Background: an optimization exercise with open tools, aiming at small area, a short achievable clock period and few clock cycles per item. Do not read the settings as production practice. Where RTL was checked, it was by simulation tests only, not by an equivalence proof against the original. Power is estimated from default activity; no workload was simulated.

Setup of cedar:
==> flow/design.v <==
module axi_4_vlsu_req_sequencer_burst_calc
#(
    parameter int unsigned CNT_W      = 16,
    parameter int unsigned BURST_MAX  = 8,
    parameter int unsigned PAGE_BYTES = 4096,
    parameter int unsigned BEAT_BYTES = 8,
    parameter int unsigned N_W        = $clog2(BURST_MAX + 1)
) (
    input  logic [$clog2(PAGE_BYTES)-1:0] page_off,
    input  logic [CNT_W-1:0]              remaining,
    output logic [2:0]                    nm1,      
    output logic [7:0]                    nth,      
    output logic                          last      
);
    logic [3:0] cap;
    logic       rsmall;
    logic [3:0] n;
    assign cap   = (&page_off[11:6]) ? (4'd8 - {1'b0, page_off[5:3]}) : 4'd8;
    assign rsmall = (remaining[CNT_W-1:4] == '0);
    assign last  = rsmall && (remaining[3:0] <= cap);
    assign n     = (rsmall && (remaining[3:0] < cap)) ? remaining[3:0] : cap;
    assign nm1   = 3'(n - 4'd1);
    always_comb begin
        for (int i = 0; i < 8; i++) nth[i] = (4'(i) < n);
    end
endmodule
module axi_4_vlsu_req_sequencer
#(
    parameter int unsigned ADDR_W    = 32,
    parameter int unsigned DATA_W    = 64,
    parameter int unsigned BURST_MAX = 8,
    parameter int unsigned CNT_W     = 16
) (
    input  logic                          clk,
    input  logic                          reset,
    input  logic                          req_valid,
    output logic                          req_ready,
    input  logic                          req_we,
    input  logic [ADDR_W-1:0]             req_addr,
    input  logic [CNT_W-1:0]              req_beats,
    input  logic                          wdata_valid,
    output logic                          wdata_ready,
    input  logic [DATA_W-1:0]             wdata,
    output logic                          rdata_valid,
    input  logic                          rdata_ready,
    output logic [DATA_W-1:0]             rdata,
    output logic                          done,
    output logic                          err,
    output logic                          ld_req,
    output logic                          st_req,
    output logic [ADDR_W-1:0]             base_addr,
    output logic [7:0]                    burst_len,
    output logic [2:0]                    burst_size,
    output logic [1:0]                    burst_type,
    output logic [DATA_W*BURST_MAX-1:0]   vlsu_wdata,
    output logic [(DATA_W/8)*BURST_MAX-1:0] write_strobe,
    input  logic [DATA_W*BURST_MAX-1:0]   burst_rdata_array,
    input  logic                          burst_valid_data,
    input  logic                          burst_wr_valid
);
    localparam int unsigned AW = ADDR_W - 3;    
    logic              req_ready_q;   
    logic              we_q;
    logic              err_q;
    logic              done_q;
    logic [AW-1:0]     a_q;           
    logic [CNT_W-1:0]  r_q;           
    logic [2:0]        nm1_q;         
    logic [7:0]        nth_q;         
    logic              last_q;        
    logic [2:0]        n2m1_q;        
    logic [7:0]        n2th_q;
    logic              l2_q;
    logic              st_req_q;
    logic              ld_req_q;
    logic              rc_q;          
    logic              pend_q;        
    logic [7:0]        pth_q;         
    logic              wact_q;        
    logic              rmore_q;       
    logic              wrdy_q;
    logic              rvld_q;
    logic [7:0]        cnt_q;         
    logic [7:0]        idx_q;         
    logic [DATA_W-1:0] slot_q [BURST_MAX];
    logic [DATA_W-1:0] rdq;
    logic [2:0] c_nm1;
    logic [7:0] c_nth;
    logic       c_last;
    axi_4_vlsu_req_sequencer_burst_calc #(
        .CNT_W     (CNT_W),
        .BURST_MAX (BURST_MAX)
    ) u_burst_calc (
        .page_off  (req_addr[11:0]),
        .remaining (req_beats),
        .nm1       (c_nm1),
        .nth       (c_nth),
        .last      (c_last)
    );
    logic [3:0]       n_cur;
    logic [CNT_W-1:0] r_nx;
    logic [4:0]       r_lo;
    logic             small2;
    logic [3:0]       cap2;
    logic [3:0]       n2;
    assign n_cur  = {1'b0, nm1_q} + 4'd1;
    assign r_nx   = r_q - CNT_W'(n_cur);
    assign r_lo   = {1'b0, r_q[3:0]} - {1'b0, n_cur};
    assign small2 = r_lo[4] ? (r_q[CNT_W-1:4] == 12'd1) : (r_q[CNT_W-1:4] == '0);
    assign cap2   = (a_q[8:3] == 6'd62 && nm1_q == 3'd7) ? (4'd8 - {1'b0, a_q[2:0]}) : 4'd8;
    assign n2     = (small2 && (r_lo[3:0] < cap2)) ? r_lo[3:0] : cap2;
    always_ff @(posedge clk) begin
        n2m1_q <= 3'(n2 - 4'd1);
        l2_q   <= small2 && (r_lo[3:0] <= cap2);
        for (int i = 0; i < 8; i++) n2th_q[i] <= (4'(i) < n2);
    end
    logic       misal, empty, go, issue;
    logic       take, rfree;
    logic       pend_d;
    logic [7:0] cnt_w, cnt_wa, cnt_ra;
    logic [7:0] idx_ra;
    logic       st_d, ld_d;
    assign misal  = (req_addr[2:0] != 3'b000);
    assign empty  = (req_beats == '0);
    assign go     = req_valid && !misal && !empty;
    assign issue  = st_req_q || ld_req_q;
    assign pend_d = issue || (pend_q && !(burst_wr_valid || burst_valid_data));
    assign take   = wdata_valid && wrdy_q;
    assign cnt_w  = st_req_q ? (last_q ? 8'h00 : n2th_q) : cnt_q;
    assign cnt_wa = take ? (cnt_w >> 1) : cnt_w;
    assign st_d   = wact_q && !cnt_wa[0] && !pend_d && !st_req_q;
    assign rfree  = !rvld_q || rdata_ready;
    always_comb begin
        cnt_ra = cnt_q;
        idx_ra = idx_q;
        if (burst_valid_data) begin
            cnt_ra = rfree ? (pth_q >> 1) : pth_q;
            idx_ra = rfree ? 8'h02 : 8'h01;
        end else if (rfree && cnt_q[0]) begin
            cnt_ra = cnt_q >> 1;
            idx_ra = {idx_q[6:0], idx_q[7]};
        end
    end
    assign ld_d   = rmore_q && !cnt_ra[0] && !pend_d && !ld_req_q;
    always_ff @(posedge clk) begin
        if (reset) begin
            req_ready_q <= 1'b1;
            done_q      <= 1'b0;
            st_req_q    <= 1'b0;
            ld_req_q    <= 1'b0;
            rc_q        <= 1'b0;
            pend_q      <= 1'b0;
            wact_q      <= 1'b0;
            rmore_q     <= 1'b0;
            wrdy_q      <= 1'b0;
            rvld_q      <= 1'b0;
            cnt_q       <= '0;
            idx_q       <= 8'h01;
        end else if (req_ready_q) begin
            req_ready_q <= !go;
            done_q      <= req_valid && (misal || empty);
            st_req_q    <= 1'b0;
            ld_req_q    <= go && !req_we;
            rc_q        <= 1'b0;
            pend_q      <= 1'b0;
            wact_q      <= go && req_we;
            rmore_q     <= go && !req_we;
            wrdy_q      <= go && req_we;
            rvld_q      <= 1'b0;
            cnt_q       <= req_we ? c_nth : 8'h00;
            idx_q       <= 8'h01;
        end else if (we_q) begin
            req_ready_q <= burst_wr_valid && !wact_q;
            done_q      <= burst_wr_valid && !wact_q;
            st_req_q    <= st_d;
            pend_q      <= pend_d;
            if (st_req_q) wact_q <= !last_q;
            wrdy_q      <= cnt_wa[0] || (st_d && !last_q);
            cnt_q       <= cnt_wa;
            if (take) idx_q <= cnt_w[1] ? {idx_q[6:0], idx_q[7]} : 8'h01;
        end else begin
            req_ready_q <= rvld_q && rdata_ready && !cnt_q[0] && !pend_q && !rmore_q;
            done_q      <= rvld_q && rdata_ready && !cnt_q[0] && !pend_q && !rmore_q;
            ld_req_q    <= ld_d;
            rc_q        <= ld_req_q;
            pend_q      <= pend_d;
            if (ld_req_q) rmore_q <= !last_q;
            rvld_q      <= burst_valid_data || !rfree || cnt_q[0];
            cnt_q       <= cnt_ra;
            idx_q       <= idx_ra;
        end
    end
    always_ff @(posedge clk) begin
        if (req_ready_q) begin
            we_q   <= req_we;
            err_q  <= misal;
            a_q    <= req_addr[ADDR_W-1:3];
            r_q    <= req_beats;
            nm1_q  <= c_nm1;
            nth_q  <= c_nth;
            last_q <= c_last;
        end else begin
            if (issue) begin
                a_q <= a_q + AW'(n_cur);
                r_q <= r_nx;
            end
            if (st_req_q || rc_q) begin
                nm1_q  <= n2m1_q;
                nth_q  <= n2th_q;
                last_q <= l2_q;
            end
        end
        if (issue) pth_q <= nth_q;
    end
    logic       cap_rd;
    logic [7:0] sel_w;
    logic [7:0] sel_h;
    assign cap_rd = !we_q && !cnt_q[0];    
    assign sel_w  = idx_q & {8{wrdy_q}};
    assign sel_h  = ~(sel_w | {8{cap_rd}});
    always_ff @(posedge clk) begin
        for (int i = 0; i < BURST_MAX; i++) begin
            slot_q[i] <= ({DATA_W{sel_w[i]}} & wdata) |
                         ({DATA_W{cap_rd}}   & burst_rdata_array[DATA_W*i +: DATA_W]) |
                         ({DATA_W{sel_h[i]}} & slot_q[i]);
        end
    end
    logic              rd_hold, rd_arr, rd_buf;
    logic [DATA_W-1:0] buf_beat;
    assign rd_hold = rvld_q && !rdata_ready;
    assign rd_arr  = !rd_hold && burst_valid_data;
    assign rd_buf  = !rd_hold && !burst_valid_data;
    always_comb begin
        buf_beat = '0;
        for (int i = 0; i < BURST_MAX; i++)
            buf_beat = buf_beat | ({DATA_W{idx_q[i]}} & slot_q[i]);
    end
    always_ff @(posedge clk) begin
        rdq <= ({DATA_W{rd_hold}} & rdq) |
               ({DATA_W{rd_arr}}  & burst_rdata_array[DATA_W-1:0]) |
               ({DATA_W{rd_buf}}  & buf_beat);
    end
    assign req_ready   = req_ready_q;
    assign wdata_ready = wrdy_q;
    assign rdata_valid = rvld_q;
    assign rdata       = rdq;
    assign done        = done_q;
    assign err         = err_q;
    assign ld_req      = ld_req_q;
    assign st_req      = st_req_q;
    assign base_addr   = {a_q, 3'b000};
    assign burst_len   = {5'b00000, nm1_q};
    assign burst_size  = 3'd3;
    assign burst_type  = 2'b01;
    always_comb begin
        for (int i = 0; i < BURST_MAX; i++) begin
            vlsu_wdata[DATA_W*i +: DATA_W] = slot_q[i];
            write_strobe[8*i +: 8]         = {8{nth_q[i]}};
        end
    end
endmodule
export LEC_CHECK = 0
export CAP_MARGIN = 20
export CORE_AREA = 2 2 278 278
export DIE_AREA = 0 0 280 280
export SLEW_MARGIN = 20
create_clock -name core_clock -period 5.0 [get_ports {clk}]
standard.sh (not shown) runs the stock make flow with config.mk's settings and CLKGATE_MAP_FILE= SYNTH_SCRIPT=/design/flow/synth_recipe.tcl, a recipe that flattens the netlist after the stock synthesis.
==> flow/flow/run.sh <==
#!/bin/bash
cp standard.sh standard.sh.txt
export BUFFER_PORTS_ARGS="-buffer_cell sky130_fd_sc_hd__buf_1"
export PLACE_PINS_ARGS="-min_distance 1 -min_distance_in_tracks"
bash standard.sh > standard.log 2>&1
Flow for cedar halted at 5_1_grt, error code GRT-0116.
What pine does differently from cedar at the input level:
--- a/flow/flow/run.sh
+++ b/flow/flow/run.sh
@@ -1,0 +2,2 @@
+# Standard ORFS layout, with small buffers on the ports instead of the
+# default delay-cell port buffers.
@@ -2,0 +5 @@
+cp config.mk config.mk.txt
@@ -4 +6,0 @@
-export PLACE_PINS_ARGS="-min_distance 1 -min_distance_in_tracks"
--- a/flow/config.mk
+++ b/flow/config.mk
@@ -9,2 +9,3 @@
-export CORE_AREA = 2 2 278 278
-export DIE_AREA = 0 0 280 280
+export CORE_AREA = 10 10 510 510
+export DIE_AREA = 0 0 520 520
+export SETUP_SLACK_MARGIN = 3.0
[summary]
pine reached the final stage; the timing, design-rule and antenna checks on its layout passed.
pine vs. cedar: total of cells resized after clock tree synthesis +3223, number of placed instances, taps included went up by 2372, number of standard cells after synthesis has remained practically unchanged.
Number of buffers inserted during clock tree synthesis ends up higher on pine.
Comparing cedar against pine, there is no change at all in synthesized area.
pine ends up with a initial standard-cell utilization of the core that is 28 points lower than in cedar.
pine -> cedar: H-tree depth delta 0, exact match
Function was not checked in any run of this note: the RTL went through the layout flow alone.

* * *

Setup of JK:
Another version of the RTL of axi_4_vlsu_req_sequencer (not shown whole).
Size in the first run: about 3800 cells after synthesis, roughly 1300 I/O pins.
export LEC_CHECK = 0
export CAP_MARGIN = 20
export CORE_AREA = 10 10 510 510
export DIE_AREA = 0 0 520 520
export SLEW_MARGIN = 20
create_clock -name core_clock -period 5.0 [get_ports {clk}]
==> flow/flow/run.sh <==
#!/bin/bash
# Standard ORFS layout, with small buffers on the ports instead of the
# default delay-cell port buffers.
cp standard.sh standard.sh.txt
cp config.mk config.mk.txt
export BUFFER_PORTS_ARGS="-buffer_cell sky130_fd_sc_hd__buf_1"
bash standard.sh > standard.log 2>&1
Edits applied to the flow inputs when going from JK to MS:
# JK
export LEC_CHECK = 0
export CAP_MARGIN = 20
export CORE_AREA = 10 10 510 510
export DIE_AREA = 0 0 520 520
export SLEW_MARGIN = 20
create_clock -name core_clock -period 5.0 [get_ports {clk}]
# MS
export LEC_CHECK = 0
export CAP_MARGIN = 20
export CORE_AREA = 10 10 510 510
export DIE_AREA = 0 0 520 520
export SETUP_SLACK_MARGIN = 2.2
export SLEW_MARGIN = 20
create_clock -name core_clock -period 5.0 [get_ports {clk}]
- Areal power density over the cells in MS is about 0.47% higher than in JK
- Clock buffer count for MS: 1.6% up relative to JK
- Run comparison: MS worst setup path startpoint idx_q[1]$_SDFFE_PP0P_; JK worst setup path startpoint wrdy_q$_SDFFE_PP0P_
- Diff MS and JK: register-to-register slack higher in MS
- Going from JK to MS, post-layout minimum cycle time shrinks by 370 ps.
- Cmp MS and JK / routability congestion estimate / higher: JK
- Delta (MS minus JK): total non-filler cell area in the finished layout increased by about 1.2% relative to the old numbers, final core utilization rose by 0.20 points.
- MS -> JK: met3 track demand over resource flat
- For MS, the timing endpoint of the critical path was rdq[6]$_DFF_P_, unlike JK, where it was slot_q[0][6]$_DFF_P_.
No run of this note included a check of the RTL's function; only the layout flow was run.

* * *

Another version of the RTL of axi_4_vlsu_req_sequencer (not shown whole).
For scale: about 700 flip-flops, about 0.032 mm² of cells after synthesis.
export LEC_CHECK = 0
export CAP_MARGIN = 20
export CORE_AREA = 10 10 510 510
export CTS_CLUSTER_DIAMETER = 150
export CTS_CLUSTER_SIZE = 20
export DIE_AREA = 0 0 520 520
export SETUP_SLACK_MARGIN = 2.7
export SLEW_MARGIN = 20
create_clock -name core_clock -period 5.0 [get_ports {clk}]
Scripts as last shown in full above: flow/flow/run.sh
Testbench counts at the start, summed over its fixed seeds: cycles 27,065, beats 17,486.
Rerun with:
- CORE_AREA: 10 10 510 510 -> 4 4 436 436
- DIE_AREA: 0 0 520 520 -> 0 0 440 440
- SETUP_SLACK_MARGIN: 2.7 -> 2.5
Count of clock-buffer cells in the layout shrinks by 2.
Wire length decreases by roughly a tenth.
Power decreases by roughly a tenth.
Final cell count came out lower by roughly a tenth.
Via count drops by a few percent.
Clock power stays flat.
Worst setup slack is worse by 0.12 ns.
Flip-flop and latch count is unchanged.
Maximum frequency is lower by a few percent.

* * *

== v59 ==
Another version of the RTL of axi_4_vlsu_req_sequencer (not shown whole).
For scale: about 3,200 cells after synthesis, ~1,300 I/O pins, roughly 27,000 sq um of cells after synthesis.
Settings: LEC_CHECK=0, CAP_MARGIN=20, CORE_AREA=10 10 510 510, CTS_CLUSTER_DIAMETER=150, CTS_CLUSTER_SIZE=22, DIE_AREA=0 0 520 520, SETUP_SLACK_MARGIN=2.45, SLEW_MARGIN=20; clock period 5.0 ns.
Scripts as last shown in full above: flow/flow/run.sh
v59 finished all stages; the layout is clean.
Testbench counts of v59, summed over its fixed seeds: cycles 28,167, beats 17,486.
> inputs changed (v59 -> v4)
- swapping 22 for 20 in CTS_CLUSTER_SIZE
- putting PLACE_DENSITY at 0.7 where nothing was set
- swapping 2.45 for 2.5 in SETUP_SLACK_MARGIN
Results
- Per the final summary, v4 finished and its layout is clean on timing, DRC and antenna.
- Total instance count after detailed placement: v59 vs v4 — no meaningful difference
- Taking v59 as the reference, in v4 depth of the most critical reg-to-reg path -3, final design instance area without fill +about 2.5%.
- v4 vs v59 — wire length of the first global-routing pass climbed by a few percent
- Looking at met3 layer usage reported by global route across v4 and v59, the one that comes out lower is v59.
Relative to v4, the following input files were edited for v58:
- a deleted PLACE_DENSITY that had been 0.7
- a change of SETUP_SLACK_MARGIN from 2.5 to 2.4
- a change of CTS_CLUSTER_SIZE from 20 to 22
--- outcome ---
Register fraction of the total cell area was lower in the run labelled v4. v58 vs. v4: final net count lost 35; final critical-path setup slack shows a reduction of 0.11 ns; total power has decreased; all-layer global routing usage went down by 0.41 points. Diff v58..v4 | post-synthesis share of cell area spent on full adders, half adders and majority gates | unchanged. As far as height of the chip goes, v58 and v4 are indistinguishable; the numbers are identical.
Here is what was changed in the inputs of v11 compared with v58.
- changing SETUP_SLACK_MARGIN from 2.4 to 2.5
- changing CTS_CLUSTER_SIZE from 22 to 20
[summary]
Looking at v11 and v58, the global-route usage is a wash. The startpoint-to-endpoint class of the critical path comes out reg2reg in one run and reg2out in the other, namely in v11 and v58 respectively. Compared with v58, v11 shows arrival time of data at the critical path endpoint higher by 1.53 ns. In the metrics for v11 and v58, the one carrying the lower layout net count is v58. Relative to v58, the clock-buffer cell count of v11 is higher by 7. Compared with v58, in v11 power saw an increase; aggregate routed wire length rose 1600 um. Via count | v11 above v58. Per the comparison of v11 with v58, relative area change from synthesis to final layout grew by 2.7 points; synthesized cell count about even.

[afterwards: timing with drivers on the ports]
Ports are ideal in the flow. The routed layouts listed here were re-timed in OpenROAD. Step 1 sets driving cells, clkbuf_16 on the clock port and buf_2 on the other inputs (assumed; they add their load-dependent delay and slew). Step 2 times the ports against the registers' clock, not the clock port: input delays grow and output delays shrink by t, the midpoint of the rising clock arrivals with the driver on. Three values: ideal ports, drivers, drivers and shift; two values: the first two.
| run | t, ns | slack for setup (ns) | worst hold slack (ns) |
|---|---|---|---|
| pine | 0.806 | 1.649 / 1.649 / 1.199 | 0.453 / 0.437 / 0.453 |
| JK | 0.790 | 1.829 / 1.829 / 1.274 | 0.458 / 0.424 / 0.458 |
| MS | 0.784 | 2.195 / 2.184 / 1.690 | 0.459 / 0.438 / 0.459 |
| the first run of note 3 | 0.773 | 2.588 / 2.516 / 1.916 | 0.454 / 0.418 / 0.454 |
| the second run of note 3 | 0.781 | 2.469 / 2.427 / 1.826 | 0.462 / 0.431 / 0.462 |
| v59 | 0.744 | 2.452 / 2.376 / 1.839 | 0.458 / 0.450 / 0.458 |
| v4 | 0.754 | 2.520 / 2.442 / 1.864 | 0.461 / 0.443 / 0.461 |
| v58 | 0.738 | 2.413 / 2.332 / 1.819 | 0.458 / 0.458 / 0.458 |
| v11 | 0.759 | 2.511 / 2.442 / 1.787 | 0.459 / 0.440 / 0.459 |
After both steps every run listed still meets setup and hold. For v11, which loses most, drivers alone change the setup slack by -0.069 ns; drivers and shift together by -0.724 ns.
